Context: an optimization exercise on an open-source flow, tuned for small area, a short achievable clock period and few clock cycles per item. The choices shown serve that exercise and are no tape-out recipe. Where RTL was checked, it was by simulation tests only, not by an equivalence proof against the original. For run 3, only the layout was checked, not whether the RTL still works. No activity file was given, so power comes from the tool's default toggle rates.

==> flow/flow/run.sh <==
#!/bin/bash
# Layout flow: the standard ORFS flow (standard.sh) with three changes:
#  - synthesis leaves the adders to ABC (no ADDER_MAP_FILE, so no fa/ha cells) and maps the
#    logic with ABC's area mapper (flow/abc_map.script) in place of ORFS's ABC script;
#    everything else in the synthesis, registers included, is the standard flow's own synth_recipe.tcl;
#  - port buffers use the platform's plain buf_1 cell instead of the one buffer_ports picks;
#  - clock tree: small clock buffers and no dummy loads.
# Each step's full output goes to a log file of its own here; ORFS keeps its per-step logs
# under orfs/logs/.
set -euo pipefail
W=$PWD
export BUFFER_PORTS_ARGS="-buffer_cell sky130_fd_sc_hd__buf_1"
export CTS_ARGS="-sink_clustering_enable -repair_clock_nets -dont_use_dummy_load -buf_list {sky130_fd_sc_hd__clkbuf_4 sky130_fd_sc_hd__clkbuf_8} -root_buf sky130_fd_sc_hd__clkbuf_8"

# synth_recipe.tcl with every "abc -script X ..." call given flow/abc_map.script as X
cat > "$W/synth_abc.tcl" <<TCL
proc abc {args} {
  set i [lsearch -exact \$args -script]
  if {\$i >= 0} { set args [lreplace \$args [expr {\$i + 1}] [expr {\$i + 1}] {$W/flow/abc_map.script}] }
  yosys abc {*}\$args
}
source {$W/synth_recipe.tcl}
TCL
sed "s#SYNTH_SCRIPT=[^ ]*#SYNTH_SCRIPT=$W/synth_abc.tcl ADDER_MAP_FILE=#" standard.sh > my_standard.sh
grep -q "SYNTH_SCRIPT=$W/synth_abc.tcl ADDER_MAP_FILE=" my_standard.sh

bash my_standard.sh synth > synth.log 2>&1
bash my_standard.sh > layout.log 2>&1
==> flow/flow/abc_map.script <==
strash
dc2
dch -f
amap
topo
stime -c
buffer -c
upsize -c
dnsize -c
==> flow/standard.sh <==
#!/bin/bash
# synth_recipe.tcl (not shown) runs the flow's synth.tcl, then flattens the netlist and writes it again
# the make line also repeats each setting of config.mk as NAME=value (left out here)
make -C /OpenROAD-flow-scripts/flow DESIGN_CONFIG=/design/flow/config.mk WORK_HOME=/design/flow/orfs CLKGATE_MAP_FILE= SYNTH_SCRIPT=/design/flow/synth_recipe.tcl "${@:-finish}"
==> flow/config.mk <==
export PLATFORM = sky130hd
export DESIGN_NAME = sigmoid_pipe
export DESIGN_NICKNAME = sigmoid_pipe
export VERILOG_FILES = /design/flow/design.v
export SDC_FILE = /design/flow/constraint.sdc
export NUM_CORES = 4
export LEC_CHECK = 0
export ABC_AREA = 1
export CAP_MARGIN = 20
export CORE_MARGIN = 2
export CORE_UTILIZATION = 40
export SETUP_SLACK_MARGIN = 3.2
export SLEW_MARGIN = 20
==> flow/constraint.sdc <==
create_clock -name core_clock -period 7.0 [get_ports {clk}]
set_input_delay 1.4000 -clock core_clock [delete_from_list [all_inputs] [get_ports {clk}]]
set_output_delay 1.4000 -clock core_clock [all_outputs]
set_load 0.01 [all_outputs]
==> flow/design.v <==
package sigmoid_pkg;
  function automatic integer sig_one(input integer f);
    sig_one = 1 << f;
  endfunction
  function automatic integer sig_sat_pos(input integer f);
    sig_sat_pos = 4 << f;
  endfunction
  function automatic integer sig_sat_neg(input integer f);
    sig_sat_neg = -(4 << f);
  endfunction
endpackage
module sigmoid_core (
  input  logic [7:0] t,
  output logic [6:0] q
);
  wire t0 = (t[0] & t[5]) ^ (t[1] & t[4]);
  wire t1 = (t[0] & t[5]) & (t[1] & t[4]);
  wire t2 = (t[0] & t[6]) ^ (t[1] & t[5]);
  wire t3 = (t[0] & t[6]) & (t[1] & t[5]);
  wire t4 = (t[0] & t[7]) ^ (t[1] & t[6]) ^ (t[2] & t[5]);
  wire t5 = ((t[0] & t[7]) & (t[1] & t[6])) | ((t[0] & t[7]) & (t[2] & t[5])) | ((t[1] & t[6]) & (t[2] & t[5]));
  wire t6 = (t[1] & t[7]) ^ (t[2] & t[6]) ^ (t[3] & t[5]);
  wire t7 = ((t[1] & t[7]) & (t[2] & t[6])) | ((t[1] & t[7]) & (t[3] & t[5])) | ((t[2] & t[6]) & (t[3] & t[5]));
  wire t8 = (t[2] & t[7]) ^ (t[3] & t[6]) ^ (t[4] & t[5]);
  wire t9 = ((t[2] & t[7]) & (t[3] & t[6])) | ((t[2] & t[7]) & (t[4] & t[5])) | ((t[3] & t[6]) & (t[4] & t[5]));
  wire t10 = (t[0] & t[3]) ^ (t[1] & t[2]);
  wire t11 = (t[0] & t[3]) & (t[1] & t[2]);
  wire t12 = (t[0] & t[4]) ^ (t[1] & t[3]);
  wire t13 = (t[0] & t[4]) & (t[1] & t[3]);
  wire t14 = t0 ^ (t[2] & t[3]) ^ t[3];
  wire t15 = (t0 & (t[2] & t[3])) | (t0 & t[3]) | ((t[2] & t[3]) & t[3]);
  wire t16 = t1 ^ t2 ^ (t[2] & t[4]);
  wire t17 = (t1 & t2) | (t1 & (t[2] & t[4])) | (t2 & (t[2] & t[4]));
  wire t18 = t3 ^ t4 ^ (t[4] & ~t[3]);
  wire t19 = (t3 & t4) | (t3 & (t[4] & ~t[3])) | (t4 & (t[4] & ~t[3]));
  wire t20 = t5 ^ t6 ^ (t[3] & t[4]);
  wire t21 = (t5 & t6) | (t5 & (t[3] & t[4])) | (t6 & (t[3] & t[4]));
  wire t22 = t7 ^ t8 ^ t[5];
  wire t23 = (t7 & t8) | (t7 & t[5]) | (t8 & t[5]);
  wire t24 = t9 ^ (t[3] & t[7]) ^ (t[4] & t[6]);
  wire t25 = (t9 & (t[3] & t[7])) | (t9 & (t[4] & t[6])) | ((t[3] & t[7]) & (t[4] & t[6]));
  wire t26 = (t[4] & t[7]) ^ (t[5] & t[6]) ^ t[6];
  wire t27 = ((t[4] & t[7]) & (t[5] & t[6])) | ((t[4] & t[7]) & t[6]) | ((t[5] & t[6]) & t[6]);
  wire t28 = (t[0] & t[1]) ^ t[1];
  wire t29 = (t[0] & t[1]) & t[1];
  wire t30 = t10 ^ t[2];
  wire t31 = t10 & t[2];
  wire t32 = t11 ^ t12;
  wire t33 = t11 & t12;
  wire t34 = t13 ^ t14;
  wire t35 = t13 & t14;
  wire t36 = t15 ^ t16;
  wire t37 = t15 & t16;
  wire t38 = t17 ^ t18;
  wire t39 = t17 & t18;
  wire t40 = t19 ^ t20;
  wire t41 = t19 & t20;
  wire t42 = t21 ^ t22;
  wire t43 = t21 & t22;
  wire t44 = t23 ^ t24;
  wire t45 = t23 & t24;
  wire t46 = t25 ^ t26;
  wire t47 = t25 & t26;
  wire t48 = t27 ^ (t[5] & t[7]);
  wire t49 = t27 & (t[5] & t[7]);
  wire t50 = (t[6] & t[7]) ^ t[7];
  wire t51 = (t[6] & t[7]) & t[7];
  wire t52 = (t[0] & t[2]) & t29;
  wire t53 = (t[0] & t[2]) & t28;
  wire t54 = t33 | (t32 & t31);
  wire t55 = t32 & t30;
  wire t56 = t37 | (t36 & t35);
  wire t57 = t36 & t34;
  wire t58 = t41 | (t40 & t39);
  wire t59 = t40 & t38;
  wire t60 = t45 | (t44 & t43);
  wire t61 = t44 & t42;
  wire t62 = t49 | (t48 & t47);
  wire t63 = t48 & t46;
  wire t64 = t35 | (t34 & t54);
  wire t65 = t34 & t55;
  wire t66 = t56 | (t57 & t54);
  wire t67 = t57 & t55;
  wire t68 = t43 | (t42 & t58);
  wire t69 = t42 & t59;
  wire t70 = t60 | (t61 & t58);
  wire t71 = t61 & t59;
  wire t72 = t51 | (t50 & t62);
  wire t73 = t50 & t63;
  wire t74 = t31 | (t30 & t52);
  wire t75 = t54 | (t55 & t52);
  wire t76 = t64 | (t65 & t52);
  wire t77 = t66 | (t67 & t52);
  wire t78 = t47 | (t46 & t70);
  wire t79 = t46 & t71;
  wire t80 = t62 | (t63 & t70);
  wire t81 = t63 & t71;
  wire t82 = t72 | (t73 & t70);
  wire t83 = t73 & t71;
  wire t84 = t39 | (t38 & t77);
  wire t85 = t58 | (t59 & t77);
  wire t86 = t68 | (t69 & t77);
  wire t87 = t70 | (t71 & t77);
  wire t88 = t78 | (t79 & t77);
  wire t89 = t80 | (t81 & t77);
  wire t90 = t82 | (t83 & t77);
  wire t91 = (t[0] & t[2]) ^ t29;
  wire t92 = t30 ^ t52;
  wire t93 = t32 ^ t74;
  wire t94 = t34 ^ t75;
  wire t95 = t36 ^ t76;
  wire t96 = t38 ^ t77;
  wire t97 = t40 ^ t84;
  wire t98 = t42 ^ t85;
  wire t99 = t44 ^ t86;
  wire t100 = t46 ^ t87;
  wire t101 = t48 ^ t88;
  wire t102 = t50 ^ t89;
  assign q = {t90, t102, t101, t100, t99, t98, t97};
endmodule
module sigmoid_lane (
  input  logic        clk,
  input  logic        i_en,
  input  logic        i_mode,    
  input  logic [15:0] i_x,
  input  logic        r_mode,    
  output logic [15:0] o_y,
  output logic        o_sat
);
  logic       w_neg;
  logic       w_sat;
  logic [7:0] w_xs;      
  logic       w_lo;      
  logic [7:0] w_po;      
  logic [7:0] w_pa;      
  logic [7:0] w_t;
  assign w_neg = i_x[15];
  always_comb begin
    if (i_mode) begin
      w_sat = w_neg ? (~&i_x[14:9]  | ~|i_x[8:0]) : |i_x[14:9];
      w_xs  = i_x[8:1];
      w_lo  = i_x[0];
    end else begin
      w_sat = w_neg ? (~&i_x[14:10] | ~|i_x[9:0]) : |i_x[14:10];
      w_xs  = i_x[9:2];
      w_lo  = |i_x[1:0];
    end
    w_po[0] = 1'b0;
    w_pa[0] = 1'b1;
    for (int i = 1; i < 8; i++) begin
      w_po[i] = w_po[i-1] | w_xs[i-1];
      w_pa[i] = w_pa[i-1] & w_xs[i-1];
    end
    for (int i = 0; i < 8; i++)
      w_t[i] = w_xs[i] ^ (w_neg ? (w_lo & w_pa[i]) : w_po[i]);
    if (w_sat) w_t = 8'd1;
  end
  logic [7:0] r1_t;
  logic       r1_neg;
  logic       r1_sat;
  always_ff @(posedge clk) begin
    if (i_en) begin
      r1_t   <= w_t;
      r1_neg <= w_neg;
      r1_sat <= w_sat;
    end
  end
  logic [6:0] w_q;
  sigmoid_core u_core (
    .t (r1_t),
    .q (w_q)
  );
  logic [6:0] r2_q;
  logic       r2_t8;
  logic       r2_neg;
  logic       r2_sat;
  always_ff @(posedge clk) begin
    if (i_en) begin
      r2_q   <= w_q;
      r2_t8  <= ~|r1_t;
      r2_neg <= r1_neg;
      r2_sat <= r1_sat;
    end
  end
  logic [7:0] w_p;
  logic [8:0] w_sig;
  logic       w_pos;
  assign w_pos = ~r2_neg;
  always_comb begin
    w_p[0] = 1'b0;
    w_p[1] = r2_q[0];
    w_p[2] = |r2_q[1:0];
    w_p[3] = |r2_q[2:0];
    w_p[4] = |r2_q[3:0];
    w_p[5] = w_p[4] | r2_q[4];
    w_p[6] = w_p[4] | (|r2_q[5:4]);
    w_p[7] = w_p[4] | (|r2_q[6:4]);
    for (int i = 0; i < 7; i++) w_sig[i] = r2_q[i] ^ (w_pos & w_p[i]);
    w_sig[7] = r2_t8 | (w_pos & w_p[7]);
    w_sig[8] = w_pos & ~r2_t8 & ~w_p[7];
  end
  always_comb begin
    if (r_mode) o_y = {{7{~w_sig[8] & ~w_sig[7]}}, ~w_sig[7], w_sig[6:0], 1'b0};   
    else        o_y = {7'd0, w_sig};
  end
  assign o_sat = r2_sat;
endmodule
module sigmoid_pipe #(
  parameter int W     = 16,
  parameter int F     = W / 2,
  parameter int LANES = 4
) (
  input  logic               clk,
  input  logic               rst,
  input  logic               in_valid,
  output logic               in_ready,
  input  logic [LANES*W-1:0] in_data,
  input  logic               in_mode,
  output logic               out_valid,
  input  logic               out_ready,
  output logic [LANES*W-1:0] out_data,
  output logic [LANES-1:0]   out_sat
);
  logic       w_en;
  logic [1:0] r_vld;
  logic [1:0] r_mode;
  logic       w_mode;
  assign w_mode = in_mode;
  assign w_en      = !r_vld[1] || out_ready;
  assign in_ready  = w_en;
  assign out_valid = r_vld[1];
  always_ff @(posedge clk) begin
    if (rst)       r_vld <= '0;
    else if (w_en) r_vld <= {r_vld[0], in_valid};
  end
  always_ff @(posedge clk) begin
    if (w_en) r_mode <= {r_mode[0], w_mode};
  end
  for (genvar g = 0; g < LANES; g++) begin : g_lane
    sigmoid_lane u_lane (
      .clk    (clk),
      .i_en   (w_en),
      .i_mode (w_mode),
      .i_x    (in_data[g*W +: W]),
      .r_mode (r_mode[1]),
      .o_y    (out_data[g*W +: W]),
      .o_sat  (out_sat[g])
    );
  end
endmodule
==> results.cfg, run 1 <==
[pwr]
ir_worst_vdd_mv = 0.0879
switching_share_pct = 35.5
p_per_area_mw_per_mm2 = 169
p_leak_nw = 2.99
pwr-share-comb_pct = 34.0
switchingPower_uw = 490
p_seq_share_pct = 46.8
power.share.clock_pct = 19.2
p_int_uw = 888

[yosys]
synth-seq-cells = 84
yosys_warnings = 2
mappedNetlistNets = 1098
ys_seq_area_share_pct = 34.5
netlist_area_mm2 = 0.00726
synth.distinct_cells = 47
avgSynthCellArea_um2 = 7.06
syn-instance-count = 1029

[critical_path]
crit_start = g_lane[0].u_lane.r2_q[1]$_DFFE_PP_
r2r_slack_ns = 3.78
cp.required_ns = 5.60
critPathMaxFanout = 4
timing.rr.end = g_lane[0].u_lane.r2_q[5]$_DFFE_PP_
ff2ff_path_depth = 20
crit_arrival_ns = 2.26
endpoint_kind = output pin
startpoint_type = flip-flop
critical_path.endpoint = out_data[8]
timing.rr.start = g_lane[0].u_lane.r1_t[5]$_SDFFCE_PP0P_
critPathKind = reg2out

[detailed_routing]
drt_iter0_drc = 484
post-route-drc-count = 0
antenna_left = 0
via_per_inst = 5.34
first_pass_iters = 5
wire_per_inst_um = 12.3
num_vias = 7331
finalWirelength_um = 16900

[placement]
io_buffers = 138
routabilityCongestion = 0.825
pre_cts_slack_ns = 2.79
dp_hpwl_um = 13000

[cts]
clock_path_buffers = 2
worstSkewPairLatency_ns = 0.37
cts.sinks = 84
numCtsBuffers = 9
clk_pin_slew_ns = 0.08
root_buffer = clkbuf_8
ctsHtreeMaxLevel = 3
cts_tree = built

[timing]
hold_viol_final = 0
final.period_utilization_pct = 52.3
post-route-min-period_ns = 3.66
rsz0062_at_grt = false
slew_headroom_pct = 35.8
drv_slew = 0
fin_skew_ns = 0.0153
fin_setup_tns_ns = 0
worstMarginPinSlew_ns = 0.963
setup_slack_ns = 3.34
setup_viol = 0
fmax_ghz = 0.273

[cells_and_area]
area_growth_pct = 12.1
multi_input_area_mm2 = 0.00418
most-common-layout-cells = nor2_1, buf_1, nand2_1, inv_1
n_fill_cell = 1867
seq_area_mm2 = 0.00250
layout_commonest_cell = nor2_1
diodes = 0
nNetsFinal = 1215
drive_gt1_share_pct = 8.74

[floorplanning]
die-area_mm2 = 0.0193
die_h_um = 139
die_w_um = 139
ioPinCount = 139
placementRows = 49
core_mm2 = 0.0179
initial_core_util_pct = 40.6

[global_route]
grt_max_degree = 80
antenna_found_initial = 0
grt_overflow_total = 0
grt_pass1_wl_um = 28500
track_usage_pct = 17.4
grt_pass1_vias = 6226

[job]
maxCapViolCount = 0

[run_status]
outcome = complete, no violations

[min_path]
min_path_type = reg2reg
hold_path_depth = 0
## power by group through the flow
stage                     clock (mW)  sequential, mW  combinational [mW]
final                          0.265           0.645               0.468
after global routing           0.292           0.651               0.533
after CTS                      0.276           0.640               0.450
after detailed placement           0           0.648               0.441
after global placement             0           0.647               0.438
after floorplan                    0           0.637               0.343
## how the worst min path moves through the flow
stage	from	to	slack [ns]
after global routing	g_lane[3].u_lane.r1_sat$_DFFE_PP_	g_lane[3].u_lane.r2_sat$_DFFE_PP_	0.43
after global placement	g_lane[1].u_lane.r1_sat$_DFFE_PP_	g_lane[1].u_lane.r2_sat$_DFFE_PP_	0.41
after detailed placement	g_lane[1].u_lane.r1_sat$_DFFE_PP_	g_lane[1].u_lane.r2_sat$_DFFE_PP_	0.40
after floorplan	g_lane[0].u_lane.r1_neg$_DFFE_PP_	g_lane[0].u_lane.r2_neg$_DFFE_PP_	0.40
after CTS	g_lane[2].u_lane.r1_sat$_DFFE_PP_	g_lane[2].u_lane.r2_sat$_DFFE_PP_	0.42
final	g_lane[2].u_lane.r1_sat$_DFFE_PP_	g_lane[2].u_lane.r2_sat$_DFFE_PP_	0.41
## cells by family (layout without fill, tap and decap cells)
group                  Yosys count  in the layout  synth area share (%)
AND/OR/NAND/NOR                403            403                  23.6
buffers and inverters          161            276                  9.77
XOR/XNOR                         1              1                 0.224
flip-flops                      84             84                  34.5
AO/OA/AOI/OAI                  380            380                  32.0
## area by class of cell
class                   instances  share of cell area, %
clock buffers                   9                   1.52
well taps                     229                   3.52
repair inverters                2                  0.123
repair buffers                147                   7.25
inverters                     118                   5.53
flip-flops and latches         84                   30.7
multi-input cells             784                   51.3
## registers in the layout, summed over array words and instances, names as in the netlist
register / cells
g_lane.u_lane.r1_neg: 4
g_lane.u_lane.r1_sat: 4
g_lane.u_lane.r1_t: 32
g_lane.u_lane.r2_neg: 4
g_lane.u_lane.r2_q: 28
g_lane.u_lane.r2_sat: 4
g_lane.u_lane.r2_t8: 4
r_mode: 2
r_vld: 2
## critical path: stages, from the launching register on
cell      delay, ns
edfxtp_1       0.46
o31ai_4        0.30
a21boi_4       0.23
a21boi_2       0.23
o21ai_1        0.13
a211oi_2       0.25
o21a_1         0.15
buf_1          0.15
## repair_timing
| action | in CTS | in global routing |
|---|---|---|
| endpoints found under the setup margin | 14 | 33 |
| cloned | 1 | 1 |
| setup buffers | 0 | 5 |
| pin swaps | 1 | 2 |
| hold buffers | 0 | 0 |
| gates resized for setup | 18 | 20 |
## through the flow
step | power (mW) | cell area, µm² | hold slack, ns | util, % | instances
floorplan | 0.980 | 7270 | 0.400 | - | 1029
global placement | 1.09 | 7840 | 0.407 | 43.8 | 1357
detailed placement | 1.09 | 7840 | 0.405 | 43.8 | 1357
CTS | 1.37 | 8020 | 0.415 | 44.8 | 1367
global route | 1.48 | 8150 | 0.429 | 45.5 | 1373
finish | 1.38 | 8150 | 0.412 | 45.5 | 1373
## Yosys cell counts (all sizes together)
| cell type | number | area share, % |
|---|---|---|
| a21o | 4 | 0.41 |
| o22ai | 76 | 6.5 |
| nand3 | 13 | 0.90 |
| and3 | 3 | 0.26 |
| nand4 | 8 | 0.69 |
| or3 | 2 | 0.17 |
| a311oi | 4 | 0.48 |
| xor2 | 1 | 0.22 |
| clkinv | 1 | 0.052 |
| clkbuf | 13 | 0.67 |
| a211oi | 21 | 2.2 |
| o21a | 17 | 1.8 |
| nand2 | 103 | 5.5 |
| nor3 | 26 | 1.9 |
| a211o | 6 | 0.72 |
| o41ai | 3 | 0.36 |
| o2111ai | 1 | 0.12 |
| o221ai | 2 | 0.24 |
| nor2 | 222 | 12 |
| o21ai | 113 | 8.0 |
| nor2b | 12 | 1.1 |
| o32ai | 7 | 0.95 |
| a21boi | 9 | 0.98 |
| edfxtp | 82 | 34 |
| a31oi | 5 | 0.43 |
| nor4 | 12 | 1.0 |
| o31ai | 5 | 0.52 |
| nand2b | 1 | 0.086 |
| inv | 117 | 6.0 |
| buf | 30 | 3.0 |
| o211ai | 3 | 0.31 |
| a22oi | 21 | 2.2 |
| or2 | 1 | 0.086 |
| dfxtp | 2 | 0.55 |
| a21oi | 83 | 5.8 |
## per-layer routing
| metal | global-route usage (%) | vias to the layer above | part of all wire [%] |
|---|---|---|---|
| met1 | 26.6 | 3163 | 53 |
| met3 | 2.42 | 12 | 5.7 |
| met5 | 0 | - | 0 |
| met2 | 25.7 | 227 | 40 |
| met4 | 4.89 | 0 | 1.2 |
| li1 | - | 3929 | - |
Testbench counts, summed over its fixed seeds: cycles 8,016, items 8,000.
==> inputs of run 2 (changes only) <==
==> flow/flow/abc_map.script (replaced) <==
strash
&get -n
&deepsyn -T 60
&put
dch -f
amap
topo
stime -c
buffer -c
upsize -c
dnsize -c
--- a/flow/config.mk
+++ b/flow/config.mk
@@ -9,5 +9,5 @@
 export CAP_MARGIN = 20
 export CORE_MARGIN = 2
 export CORE_UTILIZATION = 40
-export SETUP_SLACK_MARGIN = 3.2
+export SETUP_SLACK_MARGIN = 3.4
 export SLEW_MARGIN = 20
==> run 2 against run 1 <==
  * Fmax rose by 3.2%
  * Synthesized area fell by 3.5%
  * Utilization rose by 1.9 points
  * Non-clock buffer count rose by 27
  * Via count fell by 6.4%
  * Count of clock-buffer cells in the layout did not move
  * Die area fell by 3.4%
  * Wire length fell by 7.0%
  * Sequential cell count did not move
  * Largest cell class unchanged
  * First-iteration DRC count fell by 40%
==> results.cfg, run 2 <==
[yosys]
synth-seq-cells = 84
synth_area_leaders = edfxtp_1, nor2_1, a21oi_1, inv_1, nand2_1
yosys_warnings = 2
yosysMostFrequentCell = nor2_1
ys_top_cells_by_count = nor2_1, inv_1, nand2_1
async_flop_share_pct = 0
synth_flop_cell = edfxtp_1
avgSynthCellArea_um2 = 7.19
syn-instance-count = 974
netlist_area_mm2 = 0.00701
mappedNetlistNets = 1043
yosysTopAreaCell = edfxtp_1
ys_seq_area_share_pct = 35.7
synth_edf_count = 82
netlist.area_leader.share_pct = 35.1
synth.distinct_cells = 49

[placement]
dp.cells = 1295
routabilityCongestion = 0.826
io_buffers = 138
dp_hpwl_um = 11700

[global_route]
track_usage_pct = 16.5
grt_pass1_vias = 5460
antenna_found_initial = 0
grt_max_degree = 54
grt_overflow_total = 0
grt_pass1_wl_um = 25300

[timing]
post-route-min-period_ns = 3.55
slew_headroom_pct = 33.6
drv_slew = 0
final.period_utilization_pct = 50.7
hold_viol_final = 0
fin_skew_ns = 0.0202
fin_setup_tns_ns = 0
fmax_ghz = 0.282
worstMarginPinSlew_ns = 0.991
rsz0062_at_grt = true
setup_viol = 0

[critical_path]
crit_arrival_ns = 2.15
critPathKind = in2out
cp.required_ns = 5.60
critPathMaxFanout = 5
endpoint_kind = output pin
startpoint_type = primary input

[cts]
cts_tree = built
root_buffer = clkbuf_8
clock_path_buffers = 2
clk_pin_slew_ns = 0.07
ctsHtreeMaxLevel = 3
worstSkewPairLatency_ns = 0.35
numCtsBuffers = 9
cts.sinks = 84

[cells_and_area]
drive_gt1_share_pct = 12.5
fin_cells = 1340
regMostFlops = g_lane.u_lane.r1_t
diodes = 0
nNetsFinal = 1186
layout_commonest_cell = nor2_1
area_growth_pct = 16.6
most-common-layout-cells = nor2_1, buf_1, nand2_1, inv_1, edfxtp_1
top_regs = g_lane.u_lane.r1_t (32), g_lane.u_lane.r2_q (28)
largest_register_ffs = 32

[floorplanning]
placementRows = 48
ioPinCount = 139
die_w_um = 136
core_mm2 = 0.0172
die-area_mm2 = 0.0186
die_h_um = 136
initial_core_util_pct = 40.6

[detailed_routing]
finalWirelength_um = 15700
num_vias = 6860
wire_per_inst_um = 11.8
antenna_left = 0
post-route-drc-count = 0
first_pass_iters = 5
drt_iter0_drc = 289
via_per_inst = 5.12

[pwr]
p_per_area_mw_per_mm2 = 158
ir_worst_vdd_mv = 0.0751
p_leak_nw = 3.03

[run_status]
outcome = complete, no violations

[min_path]
min_path_type = reg2reg

[job]
maxCapViolCount = 0
## run 2: kinds of logic after synthesis
group,after synthesis,synth area share (%)
AOI/OAI and AO/OA,342,30.2
buffers and inverters,160,10.3
and+or+nand+nor,388,23.7
DFF,84,35.7
## run 2: path summary, 6_finish.rpt
kind / from / endpoint / slack (ns) / cells after the start
worst max register to register: g_lane[0].u_lane.r1_t[0]$_SDFFCE_PP1P_ / g_lane[0].u_lane.r2_q[5]$_DFFE_PP_ / 3.81 / 21
worst min-delay path: g_lane[0].u_lane.r1_sat$_DFFE_PP_ / g_lane[0].u_lane.r2_sat$_DFFE_PP_ / 0.42 / 0
worst max-delay path: out_ready / in_ready / 3.45 / 4
worst min register to register: g_lane[0].u_lane.r1_sat$_DFFE_PP_ / g_lane[0].u_lane.r2_sat$_DFFE_PP_ / 0.42 / 0
## run 2: what timing repair did
| item | in CTS | in global routing |
|---|---|---|
| hold endpoints to repair | 0 | 0 |
| setup endpoints to repair | 77 | 52 |
| hold buffers | 0 | 0 |
| resized for setup | 14 | 60 |
| cloned | 2 | 1 |
| pin swaps | 3 | 22 |
| setup buffers | 7 | 26 |
## run 2: layout make-up
| type | count | area, µm² |
|---|---|---|
| clock buffers | 9 | 124 |
| fillers | 1776 | 9070 |
| inverters | 116 | 465 |
| multi-input cells | 730 | 3950 |
| flip-flops and latches | 84 | 2500 |
| well taps | 225 | 282 |
| repair buffers | 174 | 842 |
| repair inverters | 2 | 10.0 |
## run 2: critical path: stages
cell and delay (ns):
buf_1 0.10, nor2b_4 0.27, clkinvlp_4 0.22, buf_1 0.16
## run 2: stage by stage
step                      hold WS, ns  power (mW)  area, µm²  setup WS (ns)  utilization [%]
after detailed placement        0.406       0.982       7550           2.23             43.8
after floorplan                 0.400       0.897       7020           3.07                -
after global routing            0.436        1.38       8170           3.28             47.4
after CTS                       0.425        1.25       7800           3.30             45.3
after global placement          0.402       0.980       7550           2.32             43.8
final                           0.422        1.29       8170           3.45             47.4
## run 2: where the power goes
part           total [mW]  leakage (nW)  internal (mW)  switching (mW)
Clock               0.254        0.0647          0.115           0.139
Sequential          0.615         0.926          0.586          0.0289
Combinational       0.425          2.04          0.172           0.252
## run 2: layer usage
| metal | wire [µm] | vias up | global-route usage (%) |
|---|---|---|---|
| met3 | 910 | 9 | 1.94 |
| li1 | - | 3749 | - |
| met2 | 6030 | 204 | 22.6 |
| met5 | 0 | - | 0 |
| met4 | 139 | 0 | 3.99 |
| met1 | 8670 | 2898 | 26.9 |
==> inputs of run 3 (changes only) <==
--- a/flow/design.v
+++ b/flow/design.v
@@ -153,7 +153,6 @@
     end
     for (int i = 0; i < 8; i++)
       w_t[i] = w_xs[i] ^ (w_neg ? (w_lo & w_pa[i]) : w_po[i]);
-    if (w_sat) w_t = 8'd1;
   end
   logic [7:0] r1_t;
   logic       r1_neg;
@@ -176,8 +175,8 @@
   logic       r2_sat;
   always_ff @(posedge clk) begin
     if (i_en) begin
-      r2_q   <= w_q;
-      r2_t8  <= ~|r1_t;
+      r2_q   <= w_q & {7{~r1_sat}};
+      r2_t8  <= ~|r1_t & ~r1_sat;
       r2_neg <= r1_neg;
       r2_sat <= r1_sat;
     end
--- a/flow/config.mk
+++ b/flow/config.mk
@@ -9,5 +9,5 @@
 export CAP_MARGIN = 20
 export CORE_MARGIN = 2
 export CORE_UTILIZATION = 40
-export SETUP_SLACK_MARGIN = 3.4
+export SETUP_SLACK_MARGIN = 3.2
 export SLEW_MARGIN = 20
==> run 3 against run 2 <==
  * Still clean on timing, DRC and antenna
  * Via count is 1.2% higher
  * Worst setup slack worse by 0.15 ns
  * Fmax is 4.0% lower
  * Sequential power is 6.0% higher
  * Combinational power is 120% higher
  * Utilization is 1.0 points lower
  * Register-to-register slack worse by 0.04 ns
  * Largest power group is now combinational cells
==> results.cfg, run 3 <==
[timing]
rsz0062_at_grt = true
drv_slew = 0
fin_setup_tns_ns = 0
whs_ns = 0.423
worstMarginPinSlew_ns = 0.687
post-route-min-period_ns = 3.69
final.period_utilization_pct = 52.8
fin_skew_ns = 0.0239
setup_viol = 0
hold_viol_final = 0
slew_headroom_pct = 54.2
setup_slack_ns = 3.31
fmax_ghz = 0.271

[cells_and_area]
nNetsFinal = 1166
layout_commonest_cell = nor2_1
fin_cells = 1321
regMostFlops = g_lane.u_lane.r1_t
n_fill_cell = 1800
most-common-layout-cells = nor2_1, buf_1, nand2_1, inv_1, a21oi_1
area_growth_pct = 13.8
drive_gt1_share_pct = 12.0
top_regs = g_lane.u_lane.r1_t (32), g_lane.u_lane.r2_q (28)
largest_register_ffs = 32

[floorplanning]
placementRows = 48
die_h_um = 136
initial_core_util_pct = 40.7
die_w_um = 136
core_mm2 = 0.0172
die-area_mm2 = 0.0186
ioPinCount = 139

[critical_path]
worstSetupPathDepth = 12
crit_path_max_incr_delay_ns = 0.42
crit_start = g_lane[1].u_lane.r2_neg$_DFFE_PP_
endpoint_kind = output pin
critPathKind = reg2out
crit_family = compound AO/OA/AOI/OAI gates
ff2ff_path_depth = 20
crit_arrival_ns = 2.29
worstPathBufferInverterCount = 5
startpoint_type = flip-flop
cp_cell_sequence = buf_4 > buf_4 > o21ai_0 > inv_1 > o21ai_0 > inv_1 > o21ai_0 > nor2_1 > a21oi_1 > nor2_1 > a21oi_2 > clkbuf_2
timing.rr.end = g_lane[3].u_lane.r2_q[5]$_DFFE_PP_
timing.rr.start = g_lane[3].u_lane.r1_t[6]$_DFFE_PP_
crit_slowest_cell = edfxtp_1
r2r_slack_ns = 3.77
cp_common_cell = o21ai_0
critPathMaxFanout = 5
critical_path.endpoint = out_data[22]
cp.required_ns = 5.60

[detailed_routing]
via_per_inst = 5.25
wire_per_inst_um = 13.1
finalWirelength_um = 17200
drt_iter0_drc = 464
antenna_left = 0
num_vias = 6941
post-route-drc-count = 0
first_pass_iters = 5

[pwr]
p_leak_nw = 2.97
ir_worst_vdd_mv = 0.103
p_per_area_mw_per_mm2 = 234

[yosys]
synth.distinct_cells = 45
yosysTopAreaCell = edfxtp_1
synth-seq-cells = 84
mappedNetlistNets = 1049
yosys_warnings = 2
netlist.area_leader.share_pct = 35.2
async_flop_share_pct = 0
synth_area_leaders = edfxtp_1, nor2_1, a21oi_1, o22ai_1, nand2_1
synth_edf_count = 82
synth_flop_cell = edfxtp_1
ys_seq_area_share_pct = 35.8
yosysMostFrequentCell = nor2_1
avgSynthCellArea_um2 = 7.14
ys_top_cells_by_count = nor2_1, nand2_1, inv_1
syn-instance-count = 980
netlist_area_mm2 = 0.00700

[cts]
clk_pin_slew_ns = 0.07
cts.sinks = 84
root_buffer = clkbuf_8
ctsHtreeMaxLevel = 3
cts_tree = built
worstSkewPairLatency_ns = 0.38
clock_path_buffers = 2
numCtsBuffers = 9
cts_hold_buf = 0

[placement]
pre_cts_slack_ns = 1.98
io_buffers = 138
routabilityCongestion = 0.842
dp.cells = 1295
dp_hpwl_um = 12700

[min_path]
hp-start = r_mode[0]$_DFFE_PP_
min_path_type = reg2reg

[global_route]
track_usage_pct = 17.9
grt_pass1_vias = 5676
grt_pass1_wl_um = 26500
grt_max_degree = 54
grt_overflow_total = 0
antenna_found_initial = 2

[run_status]
outcome = complete, no violations

[job]
maxCapViolCount = 0
-- run 3: cell types whose count changed after synthesis, moves of 7 or more --
cell	previous run	this run
o21ai_0	58	73
nor3_1	22	13
a21oi_1	83	90
o22ai_1	49	68
o22a_1	20	4
nor2_2	3	17
o31ai_1	9	0
o21ai_1	38	23
nand2_1	90	102
nor2_1	209	201
-- run 3: per-stage QoR --
stage	utilization (%)	area (µm²)	power, mW
floorplan	-	7010	1.41
CTS	44.9	7720	1.85
global placement	43.8	7520	1.55
detailed placement	43.8	7520	1.56
finish	46.4	7960	1.87
global route	46.3	7960	2.03
-- run 3: power by group --
group	switching (mW)	internal [mW]	total, mW
combinational	0.593	0.343	0.936
clock	0.163	0.115	0.279
sequential	0.0482	0.604	0.652
total	0.804	1.06	1.87
-- run 3: per-layer routing --
layer  global-route usage [%]  wire, µm
met1                     24.1      8110
met2                     28.4      7610
met3                     3.69      1160
met4                     6.83       350
met5                        0        13
-- run 3: timing repair --
action                                  4_1_cts  5_1_grt
resized for setup                            10       52
gates cloned                                  1        1
endpoints found under the setup margin       49       50
setup buffers                                 3       11
pin swaps                                     0        5
-- run 3: cell type report --
cell class / instances / area [µm²] / area share (%)
Tap cell: 225 / 282 / 3.54
Multi-Input combinational cell: 735 / 3900 / 48.9
Antenna cell: 1 / 2.50 / 0.0314
Inverter: 110 / 447 / 5.61
Timing Repair Buffer: 156 / 702 / 8.82
Sequential cell: 84 / 2500 / 31.4
Clock buffer: 9 / 124 / 1.56
Timing Repair inverter: 1 / 7.51 / 0.0943
-- run 3: cell families (layout without fill, tap and decap cells) --
| group | Yosys count | in the layout | share of synthesized area (%) |
|---|---|---|---|
| AOI/OAI and AO/OA | 336 | 336 | 29.0 |
| other | 0 | 1 | 0 |
| and+or+nand+nor | 399 | 399 | 24.9 |
| DFF | 84 | 84 | 35.8 |
| buffers and inverters | 161 | 276 | 10.3 |
-- run 3: how the worst min path moves through the flow --
| stage | to | cells after the start |
|---|---|---|
| global route | r_mode[1]$_DFFE_PP_ | 0 |
| floorplan | g_lane[0].u_lane.r2_neg$_DFFE_PP_ | 0 |
| CTS | r_mode[1]$_DFFE_PP_ | 0 |
| finish | r_mode[1]$_DFFE_PP_ | 0 |
| detailed placement | r_mode[1]$_DFFE_PP_ | 0 |
| global placement | g_lane[1].u_lane.r2_neg$_DFFE_PP_ | 0 |
==> inputs of run 4 (changes only) <==
--- a/flow/design.v
+++ b/flow/design.v
@@ -153,6 +153,7 @@
     end
     for (int i = 0; i < 8; i++)
       w_t[i] = w_xs[i] ^ (w_neg ? (w_lo & w_pa[i]) : w_po[i]);
+    if (w_sat) w_t = 8'd1;
   end
   logic [7:0] r1_t;
   logic       r1_neg;
@@ -175,8 +176,8 @@
   logic       r2_sat;
   always_ff @(posedge clk) begin
     if (i_en) begin
-      r2_q   <= w_q & {7{~r1_sat}};
-      r2_t8  <= ~|r1_t & ~r1_sat;
+      r2_q   <= w_q;
+      r2_t8  <= ~|r1_t;
       r2_neg <= r1_neg;
       r2_sat <= r1_sat;
     end
--- a/flow/flow/run.sh
+++ b/flow/flow/run.sh
@@ -1,7 +1,8 @@
 #!/bin/bash
 # Layout flow: the standard ORFS flow (standard.sh) with three changes:
 #  - synthesis leaves the adders to ABC (no ADDER_MAP_FILE, so no fa/ha cells) and maps the
-#    logic with ABC's area mapper (flow/abc_map.script) in place of ORFS's ABC script;
+#    logic with flow/abc_map.script (a 60 s &deepsyn restructuring, then ABC's area mapper)
+#    in place of ORFS's ABC script;
 #    everything else in the synthesis, registers included, is the standard flow's own synth_recipe.tcl;
 #  - port buffers use the platform's plain buf_1 cell instead of the one buffer_ports picks;
 #  - clock tree: small clock buffers and no dummy loads.
--- a/flow/config.mk
+++ b/flow/config.mk
@@ -11,3 +11,4 @@
 export CORE_UTILIZATION = 40
 export SETUP_SLACK_MARGIN = 3.2
 export SLEW_MARGIN = 20
+export TNS_END_PERCENT = 10
==> run 4 against run 3 <==
  * Via count shrank 3.5%
  * Non-clock buffer count shrank 13
  * Wire length shrank 13%
  * Critical path type unchanged
  * Still clean
  * Synthesized area is essentially flat
  * Worst setup slack lost 0.037 ns
  * Count of clock-buffer cells in the layout is the same
==> results.cfg, run 4 <==
[detailed_routing]
via_per_inst = 5.13
first_pass_iters = 5
post-route-drc-count = 0
finalWirelength_um = 15100
num_vias = 6700
drt_iter0_drc = 340
antenna_left = 0
wire_per_inst_um = 11.5

[timing]
fin_skew_ns = 0.0237
whs_ns = 0.426
rsz0062_at_grt = true
post-route-min-period_ns = 3.73
hold_viol_final = 0
fmax_ghz = 0.268
final.period_utilization_pct = 53.3
drv_slew = 0
setup_viol = 0
worstMarginPinSlew_ns = 0.975
fin_setup_tns_ns = 0
slew_headroom_pct = 35.0
setup_slack_ns = 3.27

[cells_and_area]
fin_cells = 1307
nNetsFinal = 1153
post-route-cell-area_mm2 = 0.00776
n_fill_cell = 1806
largest_register_ffs = 32
post-route-util_pct = 45.0
area_growth_pct = 10.7
layout_commonest_cell = nor2_1
most-common-layout-cells = nor2_1, buf_1, inv_1, nand2_1, a21oi_1
diodes = 0
regMostFlops = g_lane.u_lane.r1_t
seq_area_mm2 = 0.00250
drive_gt1_share_pct = 6.38
top_regs = g_lane.u_lane.r1_t (32), g_lane.u_lane.r2_q (28)
multi_input_area_mm2 = 0.00383

[global_route]
grt_max_degree = 83
grt_pass1_vias = 5430
grt_pass1_wl_um = 25300
grt_overflow_total = 0
antenna_found_initial = 0
track_usage_pct = 16.4

[yosys]
netlist_area_mm2 = 0.00701
avgSynthCellArea_um2 = 7.19
synth.distinct_cells = 49
ys_seq_area_share_pct = 35.7
yosys_warnings = 2
async_flop_share_pct = 0
yosysTopAreaCell = edfxtp_1
synth_flop_cell = edfxtp_1
netlist.area_leader.share_pct = 35.1
synth_edf_count = 82
synth-seq-cells = 84
yosysMostFrequentCell = nor2_1
synth_area_leaders = edfxtp_1, nor2_1, a21oi_1, inv_1, nand2_1
ys_top_cells_by_count = nor2_1, inv_1, nand2_1
syn-instance-count = 974
mappedNetlistNets = 1043

[cts]
worstSkewPairLatency_ns = 0.36
ctsHtreeMaxLevel = 3
cts.sinks = 84
clock_path_buffers = 2
root_buffer = clkbuf_8
cts_tree = built
cts_hold_buf = 0
clk_pin_slew_ns = 0.07
numCtsBuffers = 9

[critical_path]
timing.rr.start = g_lane[0].u_lane.r1_t[5]$_SDFFCE_PP0P_
r2r_slack_ns = 3.73
endpoint_kind = output pin
critPathKind = reg2out
ff2ff_path_depth = 21
startpoint_type = flip-flop
cp.required_ns = 5.60
crit_arrival_ns = 2.33
timing.rr.end = g_lane[0].u_lane.r2_q[5]$_DFFE_PP_
critPathMaxFanout = 4
crit_start = g_lane[0].u_lane.r2_q[1]$_DFFE_PP_
critical_path.endpoint = out_data[8]

[floorplanning]
die-area_mm2 = 0.0186
core_mm2 = 0.0172
initial_core_util_pct = 40.6
placementRows = 48
die_w_um = 136
ioPinCount = 139
die_h_um = 136

[placement]
postPlaceCellArea_mm2 = 0.00755
routabilityCongestion = 0.834
pre_cts_slack_ns = 2.26
io_buffers = 138
dp_hpwl_um = 11900
dp.cells = 1295

[job]
maxCapViolCount = 0

[pwr]
p_leak_nw = 2.84
p_per_area_mw_per_mm2 = 160
totalPowerFinal_mw = 1.24
ir_worst_vdd_mv = 0.0776

[run_status]
outcome = complete, no violations

[min_path]
min_path_type = reg2reg
## run 4: cell count changes in the layout (fill, tap and decap cells not counted), moves of 10 or more
cell / previous run / this run
o22a_1: 4 / 20
o21ai_1: 25 / 39
a21oi_2: 12 / 2
nand2_1: 101 / 90
nor3_1: 9 / 22
o22ai_1: 64 / 46
nor2_1: 197 / 209
nor2_2: 21 / 3
buf_4: 17 / 5
## run 4: how the worst min path moves through the flow
| stage | startpoint | to | slack (ns) | cells after the start |
|---|---|---|---|---|
| after floorplan | g_lane[0].u_lane.r1_neg$_DFFE_PP_ | g_lane[0].u_lane.r2_neg$_DFFE_PP_ | 0.40 | 0 |
| after global placement | g_lane[3].u_lane.r1_sat$_DFFE_PP_ | g_lane[3].u_lane.r2_sat$_DFFE_PP_ | 0.41 | 0 |
| after detailed placement | g_lane[2].u_lane.r1_sat$_DFFE_PP_ | g_lane[2].u_lane.r2_sat$_DFFE_PP_ | 0.41 | 0 |
| after CTS | g_lane[0].u_lane.r1_sat$_DFFE_PP_ | g_lane[0].u_lane.r2_sat$_DFFE_PP_ | 0.43 | 0 |
| after global routing | g_lane[2].u_lane.r1_sat$_DFFE_PP_ | g_lane[2].u_lane.r2_sat$_DFFE_PP_ | 0.43 | 0 |
| final | g_lane[0].u_lane.r1_sat$_DFFE_PP_ | g_lane[0].u_lane.r2_sat$_DFFE_PP_ | 0.43 | 0 |
## run 4: power by group
part	switching (mW)	total [mW]	internal (mW)
Combinational	0.233	0.368	0.136
Sequential	0.0279	0.614	0.586
Clock	0.141	0.255	0.115
Total	0.401	1.24	0.836
## run 4: critical path: stages, from the launching register on
cell and delay (ns):
edfxtp_1 0.43, o31ai_1 0.38, o21ai_0 0.19, inv_1 0.10, o21ai_0 0.11, nor2_1 0.14
nor2_1 0.07, nor2_1 0.12, nor2_1 0.05, nor2_1 0.12, o21a_1 0.14, buf_1 0.15
## run 4: metal layers
layer	part of all wire, %	routed length (µm)	GRT usage (%)
met2	36	5470	21.7
met3	4.9	735	1.45
met1	57	8580	27.1
met5	0	0	0
met4	1.8	267	5.79
## run 4: layout make-up
type / instances / area share, %
flip-flops and latches: 84 / 32.3
clock buffers: 9 / 1.60
inverters: 116 / 5.85
multi-input cells: 730 / 49.4
well taps: 225 / 3.63
repair buffers: 143 / 7.31
## run 4: kinds of logic (layout without fill, tap and decap cells)
logic type	Yosys count	count (layout)	synth area share (%)
and+or+nand+nor	388	388	23.7
buffers and inverters	160	268	10.3
DFF	84	84	35.7
AOI/OAI and AO/OA	342	342	30.2
## run 4: what timing repair did
item                       4_1_cts  5_1_grt
setup endpoints to repair       15       49
resized for setup                3       11
hold endpoints to repair         0        0
buffers inserted                 0        3
Testbench counts of run 4, summed over its fixed seeds: cycles 8,016, items 8,000.
==> inputs of run 5 (changes only) <==
--- a/flow/config.mk
+++ b/flow/config.mk
@@ -9,6 +9,6 @@
 export CAP_MARGIN = 20
 export CORE_MARGIN = 2
 export CORE_UTILIZATION = 40
+export PLACE_DENSITY = 0.8
 export SETUP_SLACK_MARGIN = 3.2
 export SLEW_MARGIN = 20
-export TNS_END_PERCENT = 10
==> run 5 against run 4 <==
  * Sequential power hardly changed
  * Via count is 3.0% higher
  * Register-to-register slack worse by 0.05 ns
  * Non-clock buffer count is 15 higher
  * Sequential share of layout area is 0.71 points lower
  * Cell area is 2.2% higher
  * Combinational power is 6.3% higher
  * Fmax is 2.3% higher
  * Total power is 1.8% higher
  * Synthesized area stayed put
==> results.cfg, run 5 <==
[run_status]
outcome = complete, no violations

[pwr]
ir_worst_vdd_mv = 0.0711
p_per_area_mw_per_mm2 = 159
p_leak_nw = 2.92

[cts]
root_buffer = clkbuf_8
numCtsBuffers = 9
clock_path_buffers = 2
cts_tree = built
clk_pin_slew_ns = 0.07
ctsHtreeMaxLevel = 3
worstSkewPairLatency_ns = 0.37
cts.sinks = 84

[detailed_routing]
antenna_left = 0
num_vias = 6903
via_per_inst = 5.22
first_pass_iters = 5
finalWirelength_um = 15300
wire_per_inst_um = 11.6
post-route-drc-count = 0
drt_iter0_drc = 340

[timing]
hold_viol_final = 0
post-route-min-period_ns = 3.65
fin_setup_tns_ns = 0
fmax_ghz = 0.274
drv_slew = 0
slew_headroom_pct = 44.5
setup_viol = 0
worstMarginPinSlew_ns = 0.821
final.period_utilization_pct = 52.1
fin_skew_ns = 0.0271
rsz0062_at_grt = true

[yosys]
netlist_area_mm2 = 0.00701
syn-instance-count = 974
synth-seq-cells = 84
yosysMostFrequentCell = nor2_1
netlist.area_leader.share_pct = 35.1
synth_flop_cell = edfxtp_1
async_flop_share_pct = 0
synth.distinct_cells = 49
synth_area_leaders = edfxtp_1, nor2_1, a21oi_1, inv_1, nand2_1
ys_seq_area_share_pct = 35.7
yosysTopAreaCell = edfxtp_1
avgSynthCellArea_um2 = 7.19
ys_top_cells_by_count = nor2_1, inv_1, nand2_1
mappedNetlistNets = 1043
yosys_warnings = 2
synth_edf_count = 82

[critical_path]
timing.rr.end = g_lane[0].u_lane.r2_q[5]$_DFFE_PP_
critPathMaxFanout = 7
crit_slowest_cell = edfxtp_1
timing.rr.start = g_lane[0].u_lane.r1_t[5]$_SDFFCE_PP0P_
cp_common_cell = nor2_1
cp_cell_sequence = inv_1 > o31ai_4 > o21ai_1 > inv_1 > o21ai_0 > nor2_1 > nor2_1 > nor2_1 > a21oi_1 > nand2_1 > o21ai_0 > buf_1
endpoint_kind = output pin
critPathKind = reg2out
startpoint_type = flip-flop
r2r_slack_ns = 3.68
critical_path.endpoint = out_data[39]
crit_path_max_incr_delay_ns = 0.47
crit_arrival_ns = 2.25
ff2ff_path_depth = 21
crit_family = compound AO/OA/AOI/OAI gates
cp.required_ns = 5.60
crit_start = g_lane[2].u_lane.r2_neg$_DFFE_PP_
worstPathBufferInverterCount = 3
worstSetupPathDepth = 12

[floorplanning]
initial_core_util_pct = 40.6
die-area_mm2 = 0.0186
core_mm2 = 0.0172
die_h_um = 136
die_w_um = 136
placementRows = 48
ioPinCount = 139

[global_route]
grt_max_degree = 85
track_usage_pct = 16.4
grt_overflow_total = 0
grt_pass1_vias = 5686
grt_pass1_wl_um = 25200
antenna_found_initial = 0

[cells_and_area]
layout_commonest_cell = nor2_1
diodes = 0
largest_register_ffs = 32
top_regs = g_lane.u_lane.r1_t (32), g_lane.u_lane.r2_q (28)
area_growth_pct = 13.2
regMostFlops = g_lane.u_lane.r1_t
post-route-util_pct = 46.0
drive_gt1_share_pct = 8.39
nNetsFinal = 1168
most-common-layout-cells = nor2_1, buf_1, nand2_1, inv_1, a21oi_1
n_fill_cell = 1720

[min_path]
min_path_type = reg2reg

[placement]
routabilityCongestion = 0.907
dp_hpwl_um = 11900
io_buffers = 138

[job]
maxCapViolCount = 0
run 5: worst min path at each step:
stage | from | endpoint | slack, ns | depth (start not counted)
floorplan | g_lane[0].u_lane.r1_neg$_DFFE_PP_ | g_lane[0].u_lane.r2_neg$_DFFE_PP_ | 0.40 | 0
global placement | g_lane[2].u_lane.r1_sat$_DFFE_PP_ | g_lane[2].u_lane.r2_sat$_DFFE_PP_ | 0.40 | 0
detailed placement | g_lane[2].u_lane.r1_sat$_DFFE_PP_ | g_lane[2].u_lane.r2_sat$_DFFE_PP_ | 0.41 | 0
CTS | g_lane[2].u_lane.r1_sat$_DFFE_PP_ | g_lane[2].u_lane.r2_sat$_DFFE_PP_ | 0.43 | 0
global route | g_lane[0].u_lane.r1_sat$_DFFE_PP_ | g_lane[0].u_lane.r2_sat$_DFFE_PP_ | 0.44 | 0
finish | g_lane[2].u_lane.r1_sat$_DFFE_PP_ | g_lane[2].u_lane.r2_sat$_DFFE_PP_ | 0.42 | 0
run 5: cell type report:
class | instances | area [µm²] | area share (%)
timing repair buffer | 158 | 699 | 8.82
clock buffer | 9 | 124 | 1.56
tap | 225 | 282 | 3.55
sequential | 84 | 2500 | 31.6
multi-input combinational | 730 | 3860 | 48.7
inverter | 116 | 460 | 5.81
run 5: what timing repair did:
| item | CTS | global route |
|---|---|---|
| pin swaps | 0 | 5 |
| gates resized for setup | 5 | 27 |
| setup endpoints to repair | 27 | 49 |
| buffers inserted | 0 | 18 |
| hold buffers | 0 | 0 |
run 5: cell families (layout without fill, tap and decap cells):
group                  count (synthesis)  in the layout  synth area share [%]
buffers and inverters                160            283                  10.3
and+or+nand+nor                      388            388                  23.7
DFF                                   84             84                  35.7
AOI/OAI and AO/OA                    342            342                  30.2
run 5: worst register-to-register path, stage by stage (launching register included):
cell      delay, ns
edfxtp_1       0.60
clkinv_4       0.14
nor2_4         0.13
nor2_2         0.05
a21oi_2        0.16
and2b_1        0.17
a31oi_1        0.05
o21ai_2        0.09
o31ai_1        0.10
or2_1          0.25
nand2_1        0.10
a21o_1         0.15
nor2_2         0.05
nor2_1         0.18
nor2_2         0.08
a21oi_2        0.17
o21ai_2        0.09
nand2_2        0.08
o21ai_2        0.06
nand2_2        0.09
clkinv_1       0.08
o22a_1         0.21
run 5: power breakdown:
group / internal [mW] / total (mW) / switching (mW)
logic: 0.151 / 0.391 / 0.240
registers: 0.586 / 0.615 / 0.0293
clock network: 0.114 / 0.254 / 0.139
total: 0.851 / 1.26 / 0.409
run 5: routing by layer:
layer | vias up | GRT usage, % | share of wire [%]
met5 | - | 0 | 0
met4 | 0 | 5.21 | 1.4
met3 | 16 | 2.09 | 6.3
met2 | 223 | 23.9 | 39
met1 | 2949 | 25.0 | 53
li1 | 3715 | - | -
run 5: stage by stage:
stage / cell area [µm²] / setup WS [ns] / cells / total power, mW / hold WS, ns
floorplan: 7020 / 3.07 / 974 / 0.897 / 0.400
global placement: 7550 / 2.35 / 1295 / 0.975 / 0.403
detailed placement: 7550 / 2.18 / 1295 / 0.982 / 0.409
CTS: 7700 / 3.21 / 1304 / 1.24 / 0.426
global route: 7930 / 3.15 / 1322 / 1.35 / 0.442
finish: 7930 / 3.35 / 1322 / 1.26 / 0.424
==> inputs of run 6 (changes only) <==
--- a/flow/config.mk
+++ b/flow/config.mk
@@ -9,6 +9,5 @@
 export CAP_MARGIN = 20
 export CORE_MARGIN = 2
 export CORE_UTILIZATION = 40
-export PLACE_DENSITY = 0.8
 export SETUP_SLACK_MARGIN = 3.2
 export SLEW_MARGIN = 20
==> run 6 against run 5 <==
  * Total power decreased by 0.56%
  * Synthesized cell count unchanged
  * Sequential power about the same
  * Wire length decreased by 0.81%
  * Cell count decreased by 0.45%
  * Global-route usage about the same
  * Non-clock buffer count decreased by 6
  * Largest cell class unchanged
  * Sequential share of layout area increased by 0.32 points
==> results.cfg, run 6 <==
[global_route]
track_usage_pct = 16.4
grt_pass1_vias = 5430
grt_overflow_total = 0
grt_max_degree = 83
grt_pass1_wl_um = 25300
antenna_found_initial = 0

[min_path]
min_path_type = reg2reg

[cells_and_area]
area_growth_pct = 12.1
most-common-layout-cells = nor2_1, buf_1, inv_1, nand2_1, a21oi_1
nNetsFinal = 1162
post-route-util_pct = 45.6
layout_commonest_cell = nor2_1
largest_register_ffs = 32
drive_gt1_share_pct = 7.33
post-route-cell-area_mm2 = 0.00785
diodes = 0
top_regs = g_lane.u_lane.r1_t (32), g_lane.u_lane.r2_q (28)
regMostFlops = g_lane.u_lane.r1_t

[timing]
worstMarginPinSlew_ns = 0.971
whs_ns = 0.426
final.period_utilization_pct = 52.3
fin_setup_tns_ns = 0
fmax_ghz = 0.273
post-route-min-period_ns = 3.66
setup_viol = 0
fin_skew_ns = 0.0238
rsz0062_at_grt = true
slew_headroom_pct = 35.3
drv_slew = 0
hold_viol_final = 0

[critical_path]
critPathMaxFanout = 53
crit_arrival_ns = 2.26
crit_family = buffers and inverters
endpoint_kind = output pin
cp.required_ns = 5.60
cp_cell_sequence = buf_4 > inv_1 > nor3_1 > buf_1
worstPathBufferInverterCount = 3
crit_path_max_incr_delay_ns = 0.60
crit_slowest_cell = nor3_1
critPathKind = reg2out
startpoint_type = flip-flop

[detailed_routing]
post-route-drc-count = 0
wire_per_inst_um = 11.6
num_vias = 6767
finalWirelength_um = 15200
drt_iter0_drc = 392
first_pass_iters = 4
antenna_left = 0
via_per_inst = 5.14

[cts]
clock_path_buffers = 2
clk_pin_slew_ns = 0.07
root_buffer = clkbuf_8
worstSkewPairLatency_ns = 0.36
cts.sinks = 84
cts_hold_buf = 0
cts_tree = built
ctsHtreeMaxLevel = 3
numCtsBuffers = 9

[yosys]
synth_edf_count = 82
synth-seq-cells = 84
syn-instance-count = 974
netlist_area_mm2 = 0.00701
async_flop_share_pct = 0
ys_top_cells_by_count = nor2_1, inv_1, nand2_1
yosysMostFrequentCell = nor2_1
synth.distinct_cells = 49
synth_flop_cell = edfxtp_1
avgSynthCellArea_um2 = 7.19
synth_area_leaders = edfxtp_1, nor2_1, a21oi_1, inv_1, nand2_1
yosysTopAreaCell = edfxtp_1
ys_seq_area_share_pct = 35.7
netlist.area_leader.share_pct = 35.1
yosys_warnings = 2
mappedNetlistNets = 1043

[floorplanning]
initial_core_util_pct = 40.6
placementRows = 48
die_w_um = 136
die_h_um = 136
ioPinCount = 139
core_mm2 = 0.0172
die-area_mm2 = 0.0186

[run_status]
outcome = complete, no violations

[placement]
dp_hpwl_um = 11900
io_buffers = 138
routabilityCongestion = 0.834
postPlaceCellArea_mm2 = 0.00755

[pwr]
ir_worst_vdd_mv = 0.0779
p_leak_nw = 2.88
p_per_area_mw_per_mm2 = 160

[job]
maxCapViolCount = 0
-- run 6: kinds of logic after synthesis --
logic type | synth area share (%)
AND/OR/NAND/NOR | 23.7
AO/OA/AOI/OAI | 30.2
buffers and inverters | 10.3
flip-flops | 35.7
-- run 6: worst paths after layout --
kind                                                from                                  to  slack, ns  depth (start not counted)
setup / recovery                     r_mode[1]$_DFFE_PP_                        out_data[15]       3.34                          4
hold / removal         g_lane[0].u_lane.r1_sat$_DFFE_PP_   g_lane[0].u_lane.r2_sat$_DFFE_PP_       0.43                          0
setup reg to reg  g_lane[0].u_lane.r1_t[5]$_SDFFCE_PP0P_  g_lane[0].u_lane.r2_q[5]$_DFFE_PP_       3.73                         21
hold reg to reg        g_lane[0].u_lane.r1_sat$_DFFE_PP_   g_lane[0].u_lane.r2_sat$_DFFE_PP_       0.43                          0
-- run 6: report_power, final --
group	internal, mW	leakage [nW]	total [mW]	switching [mW]
Combinational	0.145	1.89	0.382	0.237
Sequential	0.586	0.926	0.615	0.0292
Clock	0.115	0.0647	0.255	0.141
-- run 6: layer usage --
layer | vias up | GRT usage, % | part of all wire (%)
met4 | 0 | 5.79 | 1.8
met1 | 2850 | 27.1 | 56
met5 | - | 0 | 0
met2 | 192 | 21.7 | 37
met3 | 14 | 1.45 | 5.0
li1 | 3711 | - | -
-- run 6: timing repair --
| action | CTS | global route |
|---|---|---|
| pin swaps | 0 | 1 |
| endpoints found under the setup margin | 15 | 49 |
| buffers inserted | 0 | 12 |
| resized for setup | 3 | 17 |
| hold endpoints to repair | 0 | 0 |
-- run 6: through the flow --
| stage | std cells | setup WS [ns] | total power, mW |
|---|---|---|---|
| final | 1316 | 3.34 | 1.25 |
| after global routing | 1316 | 3.02 | 1.34 |
| after CTS | 1304 | 3.24 | 1.24 |
| after detailed placement | 1295 | 2.26 | 0.983 |
| after global placement | 1295 | 2.31 | 0.980 |
| after floorplan | 974 | 3.07 | 0.897 |
-- run 6: cell type report --
type	instances	area, µm²
clock buffers	9	124
fillers	1801	9380
inverters	116	454
multi-input cells	730	3860
flip-flops and latches	84	2500
well taps	225	282
repair buffers	152	634
==> inputs of run 7 (changes only) <==
--- a/flow/config.mk
+++ b/flow/config.mk
@@ -6,8 +6,8 @@
 export NUM_CORES = 4
 export LEC_CHECK = 0
 export ABC_AREA = 1
-export CAP_MARGIN = 20
+export CAP_MARGIN = 0
 export CORE_MARGIN = 2
 export CORE_UTILIZATION = 40
 export SETUP_SLACK_MARGIN = 3.2
-export SLEW_MARGIN = 20
+export SLEW_MARGIN = 0
==> run 7 against run 6 <==
  * Sequential power is essentially flat
  * Cell count is the same
  * Still clean
  * Count of clock-buffer cells in the layout unchanged
==> results.cfg, run 7 <==
[floorplanning]
die_h_um = 136
ioPinCount = 139
die-area_mm2 = 0.0186
initial_core_util_pct = 40.6
placementRows = 48
core_mm2 = 0.0172
die_w_um = 136

[yosys]
mappedNetlistNets = 1043
synth_area_leaders = edfxtp_1, nor2_1, a21oi_1, inv_1, nand2_1
yosysMostFrequentCell = nor2_1
syn-instance-count = 974
synth_edf_count = 82
avgSynthCellArea_um2 = 7.19
synth-seq-cells = 84
ys_top_cells_by_count = nor2_1, inv_1, nand2_1
async_flop_share_pct = 0
synth_flop_cell = edfxtp_1
yosys_warnings = 2
ys_seq_area_share_pct = 35.7
yosysTopAreaCell = edfxtp_1
netlist_area_mm2 = 0.00701
netlist.area_leader.share_pct = 35.1
synth.distinct_cells = 49

[cts]
clk_pin_slew_ns = 0.07
clock_path_buffers = 2
cts.sinks = 84
worstSkewPairLatency_ns = 0.36
numCtsBuffers = 9
root_buffer = clkbuf_8
ctsHtreeMaxLevel = 3
cts_hold_buf = 0
cts_tree = built

[min_path]
min_path_type = reg2reg

[critical_path]
critPathKind = reg2out
cp.required_ns = 5.60
startpoint_type = flip-flop
critPathMaxFanout = 53
endpoint_kind = output pin
crit_arrival_ns = 2.26

[cells_and_area]
area_growth_pct = 12.1
seq_area_mm2 = 0.00250
multi_input_area_mm2 = 0.00386
regMostFlops = g_lane.u_lane.r1_t
diodes = 0
drive_gt1_share_pct = 7.33
largest_register_ffs = 32
n_fill_cell = 1801
top_regs = g_lane.u_lane.r1_t (32), g_lane.u_lane.r2_q (28)
layout_commonest_cell = nor2_1
nNetsFinal = 1162
most-common-layout-cells = nor2_1, buf_1, inv_1, nand2_1, a21oi_1

[timing]
fin_setup_tns_ns = 0
final.period_utilization_pct = 52.3
fin_skew_ns = 0.0238
fmax_ghz = 0.273
drv_slew = 0
hold_viol_final = 0
rsz0062_at_grt = true
post-route-min-period_ns = 3.66
slew_headroom_pct = 35.3
worstMarginPinSlew_ns = 0.971
setup_viol = 0

[detailed_routing]
via_per_inst = 5.14
finalWirelength_um = 15200
post-route-drc-count = 0
antenna_left = 0
num_vias = 6767
drt_iter0_drc = 392
wire_per_inst_um = 11.6
first_pass_iters = 4

[job]
maxCapViolCount = 0

[global_route]
antenna_found_initial = 0
grt_pass1_wl_um = 25300
grt_pass1_vias = 5430
track_usage_pct = 16.4
grt_overflow_total = 0
grt_max_degree = 83

[run_status]
outcome = complete, no violations

[pwr]
ir_worst_vdd_mv = 0.0779
p_per_area_mw_per_mm2 = 160
p_leak_nw = 2.88
totalPowerFinal_mw = 1.25

[placement]
io_buffers = 138
routabilityCongestion = 0.834
dp_hpwl_um = 11900
[run 7: cell counts in the layout (fill, tap and decap cells not counted)]
No cell type changed its count.
[run 7: repair_timing]
action,in CTS,in global routing
pin swaps,0,1
cloned,0,0
endpoints found under the setup margin,15,49
setup buffers,0,12
gates resized for setup,3,17
[run 7: final cells by class]
cell class | count | area share (%)
Inverter | 116 | 5.78
Timing Repair Buffer | 152 | 8.08
Sequential cell | 84 | 31.9
Multi-Input combinational cell | 730 | 49.1
Clock buffer | 9 | 1.58
Tap cell | 225 | 3.59
[run 7: worst max-delay path, stage by stage (launching register included)]
cell and delay, ns:
edfxtp_1 0.33, buf_4 0.39, inv_1 0.36, nor3_1 0.60
buf_1 0.21
[run 7: cell families after synthesis]
| group | Yosys count | synth area share, % |
|---|---|---|
| simple gates | 388 | 23.7 |
| compound gates | 342 | 30.2 |
| flops | 84 | 35.7 |
| buf+inv | 160 | 10.3 |
[run 7: path summary, 6_finish.rpt]
check	to	start	cells after the start	slack, ns
worst max-delay path	out_data[15]	r_mode[1]$_DFFE_PP_	4	3.34
worst min register to register	g_lane[0].u_lane.r2_sat$_DFFE_PP_	g_lane[0].u_lane.r1_sat$_DFFE_PP_	0	0.43
worst min-delay path	g_lane[0].u_lane.r2_sat$_DFFE_PP_	g_lane[0].u_lane.r1_sat$_DFFE_PP_	0	0.43
worst max register to register	g_lane[0].u_lane.r2_q[5]$_DFFE_PP_	g_lane[0].u_lane.r1_t[5]$_SDFFCE_PP0P_	21	3.73
[run 7: routing by layer]
layer | vias to the layer above | track usage, % | wire, µm
li1 | 3711 | - | -
met1 | 2850 | 27.1 | 8580
met2 | 192 | 21.7 | 5610
met3 | 14 | 1.45 | 760
met4 | 0 | 5.79 | 267
met5 | - | 0 | 0
[run 7: metrics by stage]
stage / area (µm²) / std cells / utilization (%) / hold slack (ns) / worst slack, ns
2_1_floorplan: 7020 / 974 / - / 0.400 / 3.07
3_3_place_gp: 7550 / 1295 / 43.8 / 0.407 / 2.31
3_5_place_dp: 7550 / 1295 / 43.8 / 0.408 / 2.26
4_1_cts: 7690 / 1304 / 44.6 / 0.428 / 3.24
5_1_grt: 7850 / 1316 / 45.6 / 0.433 / 3.02
6_report: 7850 / 1316 / 45.6 / 0.426 / 3.34
[run 7: power by group]
part | internal (mW) | switching, mW
Combinational | 0.145 | 0.237
Clock | 0.115 | 0.141
Sequential | 0.586 | 0.0292

separate check: timing with driven ports:
How much do the figures lean on ideal ports? The routed layouts below were timed once more, with nothing changed but the port constraints. Step 1 sets driving cells, clkbuf_16 on the clock port and buf_2 on the other inputs (assumed; they add their load-dependent delay and slew). Step 2 also shifts input and output timing later by t, the mid clock arrival at the registers, as if the neighbouring blocks saw the same clock. a / b / c = ideal / step 1 / step 2; a / b = the first two.
run	shift t [ns]	slack for setup (ns)	slew at the worst register clock pin (ns)
run 1	0.395	3.339 / 3.304 / 3.058	0.08 / 0.08
run 2	0.370	3.454 / 3.428 / 3.198	0.08 / 0.08
run 3	0.400	3.306 / 3.268 / 2.867	0.09 / 0.09
run 4	0.378	3.269 / 3.235 / 3.102	0.08 / 0.08
run 5	0.391	3.354 / 3.320 / 3.108	0.09 / 0.09
run 6	0.379	3.340 / 3.306 / 3.098	0.08 / 0.08
run 7	0.379	3.340 / 3.306 / 3.098	0.08 / 0.08
After both steps setup and hold are still met in every run listed. The setup slack of run 3, which loses most, moves by -0.038 ns with the drivers and by -0.439 ns with both steps.
